What follows belongs to an exercise in optimizing a design on an open flow for small area; a production flow would make more cautious choices.
RTL that was checked went through simulation tests only; none was proved equivalent to the original.
No activity file was given, so power comes from the tool's default toggle rates.

==> flow/design.v (excerpt) <==
module bmem_line_adapter #(
    parameter int ADDR_W = 32,
    parameter int BEAT_W = 64,
    parameter int BEATS  = 4
) (
    input  logic                      clk,
    input  logic                      rst,
    input  logic [ADDR_W-1:0]         i_addr,
    input  logic                      i_read,
    output logic [BEAT_W*BEATS-1:0]   i_rdata,
    output logic                      i_resp,
    input  logic [ADDR_W-1:0]         d_addr,
    input  logic                      d_read,
    input  logic                      d_write,
    input  logic [BEAT_W*BEATS-1:0]   d_wdata,
    output logic [BEAT_W*BEATS-1:0]   d_rdata,
    output logic                      d_resp,
    output logic [ADDR_W-1:0]         bmem_addr,
    output logic                      bmem_read,
    output logic                      bmem_write,
    output logic [BEAT_W-1:0]         bmem_wdata,
    input  logic                      bmem_ready,
    input  logic [ADDR_W-1:0]         bmem_raddr,
    input  logic [BEAT_W-1:0]         bmem_rdata,
    input  logic                      bmem_rvalid
);
Size: ~710 cells after synthesis, ~260 flip-flops, ~0.012 mm^2 of cells after synthesis.
export LEC_CHECK = 0
export CAP_MARGIN = 20
export CORE_AREA = 2 2 158 158
export CTS_BUF_LIST = sky130_fd_sc_hd__clkbuf_4
export DIE_AREA = 0 0 160 160
export SLEW_MARGIN = 20
create_clock -name core_clock -period 5.0 [get_ports {clk}]
standard.sh (not shown) runs the stock make flow with config.mk's settings and CLKGATE_MAP_FILE= SYNTH_SCRIPT=/design/flow/synth_recipe.tcl, a recipe that flattens the netlist after the stock synthesis.
==> flow/flow/run.sh <==
#!/bin/bash
# Own layout flow: the standard ORFS flow, with the port buffers that
# global placement inserts taken from the smallest buffer cell.
set -euo pipefail
export BUFFER_PORTS_ARGS="-buffer_cell sky130_fd_sc_hd__buf_1"
bash standard.sh > standard_flow.log 2>&1
The starting point failed in I/O pin placement (3_2_place_iop) on PPL-0024.
Edit:
CORE_AREA = 10 10 390 390   (was 2 2 158 158)
DIE_AREA = 0 0 400 400   (was 0 0 160 160)
With this change the flow produced a clean layout.
Synthesized cell count stays the same.
Synthesized area does not change.
Edit:
==> flow/run.sh (new file) <==
#!/bin/bash
# synth_recipe.tcl (not shown) runs the flow's synth.tcl, then flattens the netlist and writes it again
# the make line also repeats each setting of config.mk as NAME=value (left out here)
make -C /OpenROAD-flow-scripts/flow DESIGN_CONFIG=/design/flow/config.mk WORK_HOME=/design/flow/orfs CLKGATE_MAP_FILE= SYNTH_SCRIPT=/design/flow/synth_recipe.tcl finish
CTS_BUF_LIST = default   (was sky130_fd_sc_hd__clkbuf_4)
removed: flow/flow/run.sh
removed: flow/standard.sh
Result:
- total power grows by about a fifth
- via count shrinks by a few percent
- clock skew shrinks by 0.060 ns
- wire length grows slightly
- hold slack improves by 0.32 ns
- global-route usage grows by 0.24 points
- clock power grows by a quarter to a third
- register-to-register slack improves by 0.22 ns
- worst setup slack degrades by 0.16 ns
- cell area grows by well over a third

## red
The RTL this note starts from:
==> flow/design.v <==
package bmem_pkg;
    localparam int BEAT_W      = 64;
    localparam int BEATS       = 4;
    localparam int LINE_W      = BEAT_W * BEATS;
    localparam int OFFSET_BITS = 5;
endpackage
module rr_arbiter2 (
    input  logic req_i,
    input  logic req_d,
    input  logic last_d,
    output logic gnt_d,
    output logic any_req
);
    assign gnt_d   = req_d & (~req_i | ~last_d);
    assign any_req = req_i | req_d;
endmodule
module bmem_line_adapter #(
    parameter int ADDR_W = 32,
    parameter int BEAT_W = 64,
    parameter int BEATS  = 4
) (
    input  logic                      clk,
    input  logic                      rst,
    input  logic [ADDR_W-1:0]         i_addr,
    input  logic                      i_read,
    output logic [BEAT_W*BEATS-1:0]   i_rdata,
    output logic                      i_resp,
    input  logic [ADDR_W-1:0]         d_addr,
    input  logic                      d_read,
    input  logic                      d_write,
    input  logic [BEAT_W*BEATS-1:0]   d_wdata,
    output logic [BEAT_W*BEATS-1:0]   d_rdata,
    output logic                      d_resp,
    output logic [ADDR_W-1:0]         bmem_addr,
    output logic                      bmem_read,
    output logic                      bmem_write,
    output logic [BEAT_W-1:0]         bmem_wdata,
    input  logic                      bmem_ready,
    input  logic [ADDR_W-1:0]         bmem_raddr,
    input  logic [BEAT_W-1:0]         bmem_rdata,
    input  logic                      bmem_rvalid
);
    localparam int LINE_W = BEAT_W * BEATS;
    localparam int OFF    = bmem_pkg::OFFSET_BITS;
    logic              wr_q;     
    logic              rdi_q;    
    logic              rdw_q;    
    logic              resp_q;   
    logic              gnt_q;    
    logic [BEATS-1:0]  beat_n;    
    logic              idle;
    logic              gnt_d;
    logic              any_req;
    logic              beat_hit;
    logic              last;
    logic [ADDR_W-1:0] line_addr;
    logic [BEAT_W-1:0] beat_q [BEATS];
    rr_arbiter2 u_arb (
        .req_i   (i_read),
        .req_d   (d_read | d_write),
        .last_d  (gnt_q),
        .gnt_d   (gnt_d),
        .any_req (any_req)
    );
    assign idle      = ~(wr_q | rdi_q | rdw_q | resp_q);
    assign line_addr = {(gnt_q ? d_addr[ADDR_W-1:OFF] : i_addr[ADDR_W-1:OFF]), {OFF{1'b0}}};
    assign beat_hit  = rdw_q & bmem_rvalid & (bmem_raddr == line_addr);
    assign last      = ~beat_n[BEATS-1];
    always_ff @(posedge clk or posedge rst) begin
        if (rst) begin
            wr_q   <= 1'b0;
            rdi_q  <= 1'b0;
            rdw_q  <= 1'b0;
            resp_q <= 1'b0;
            gnt_q  <= 1'b0;
            beat_n  <= ~BEATS'(1);
        end else begin
            if (idle && any_req) begin
                gnt_q <= gnt_d;
                wr_q  <= gnt_d & d_write;
                rdi_q <= ~(gnt_d & d_write);
            end
            if (wr_q && bmem_ready) begin
                beat_n <= {beat_n[BEATS-2:0], beat_n[BEATS-1]};
                if (last) begin
                    wr_q   <= 1'b0;
                    resp_q <= 1'b1;
                end
            end
            if (rdi_q && bmem_ready) begin
                rdi_q <= 1'b0;
                rdw_q <= 1'b1;
            end
            if (beat_hit) begin
                beat_n <= {beat_n[BEATS-2:0], beat_n[BEATS-1]};
                if (last) begin
                    rdw_q  <= 1'b0;
                    resp_q <= 1'b1;
                end
            end
            if (resp_q)
                resp_q <= 1'b0;
        end
    end
    always_ff @(posedge clk) begin
        for (int k = 0; k < BEATS - 1; k++)
            if (beat_hit && !beat_n[k])
                beat_q[k] <= bmem_rdata;
        beat_q[BEATS-1] <= bmem_rdata;
    end
    always_comb
        for (int k = 0; k < BEATS; k++)
            i_rdata[k*BEAT_W +: BEAT_W] = beat_q[k];
    assign d_rdata    = i_rdata;
    assign i_resp     = resp_q & ~gnt_q;
    assign d_resp     = resp_q & gnt_q;
    assign bmem_read  = rdi_q;
    assign bmem_write = wr_q;
    assign bmem_addr  = line_addr;
    always_comb begin
        bmem_wdata = '1;
        for (int k = 0; k < BEATS; k++)
            bmem_wdata &= d_wdata[k*BEAT_W +: BEAT_W] | {BEAT_W{beat_n[k]}};
    end
endmodule
export LEC_CHECK = 0
export CAP_MARGIN = 20
export CORE_AREA = 10 10 390 390
export DIE_AREA = 0 0 400 400
export SLEW_MARGIN = 20
create_clock -name core_clock -period 5.0 [get_ports {clk}]
==> flow/flow/run.sh <==
#!/bin/bash
# Own layout flow: the standard ORFS flow (standard.sh), with
#  - the port buffers that global placement inserts taken from the smallest
#    buffer cell, and
#  - clock tree synthesis clustering more sinks per leaf buffer and adding
#    no dummy loads.
set -euo pipefail
export BUFFER_PORTS_ARGS="-buffer_cell sky130_fd_sc_hd__buf_1"
export CTS_ARGS="-sink_clustering_enable -repair_clock_nets -sink_clustering_size 20 -sink_clustering_max_diameter 60 -buf_list \"sky130_fd_sc_hd__clkbuf_4 sky130_fd_sc_hd__clkbuf_8\" -dont_use_dummy_load"
bash standard.sh > standard_flow.log 2>&1
Here is what was changed in the inputs of blue compared with red.
-- flow/flow/run.sh --
<<< red, line 9
export CTS_ARGS="-sink_clustering_enable -repair_clock_nets -sink_clustering_size 20 -sink_clustering_max_diameter 60 -buf_list \"sky130_fd_sc_hd__clkbuf_4 sky130_fd_sc_hd__clkbuf_8\" -dont_use_dummy_load"
>>> blue, line 9
export CTS_ARGS="-sink_clustering_enable -repair_clock_nets -sink_clustering_size 20 -sink_clustering_max_diameter 60 -buf_list sky130_fd_sc_hd__clkbuf_8 -dont_use_dummy_load"
[summary]
Going from red to blue, wire length comparable; critical path depth comparable. As far as worst hold margin goes, blue and red are indistinguishable; the numbers are identical.
No run of this note included a check of the RTL's function; only the layout flow was run.

-- port drivers added, routing unchanged --
In the flow no input, the clock included, has a driving cell. The finished layouts below were timed again as built, in two steps.
Step 1, drivers: a clkbuf_16 drives clk and a buf_2 each remaining input, both assumed.
Step 2 times the ports against the registers' clock, not the clock port: input delays grow and output delays shrink by t, the midpoint of the rising clock arrivals with the driver on.
Slacks: ideal / step 1 / step 2; pairs: ideal / step 1.
run	shift t [ns]	setup WS [ns]	worst slew at a driven data input, ns
the second run of note 1	0.966	0.895 / 0.895 / 0.895	0.29
the third run of note 1	0.670	0.732 / 0.645 / 0.772	0.31
red	0.733	1.006 / 1.006 / 0.782	0.23
blue	0.733	1.006 / 1.006 / 0.782	0.23
After both steps setup and hold are still met in every run listed.
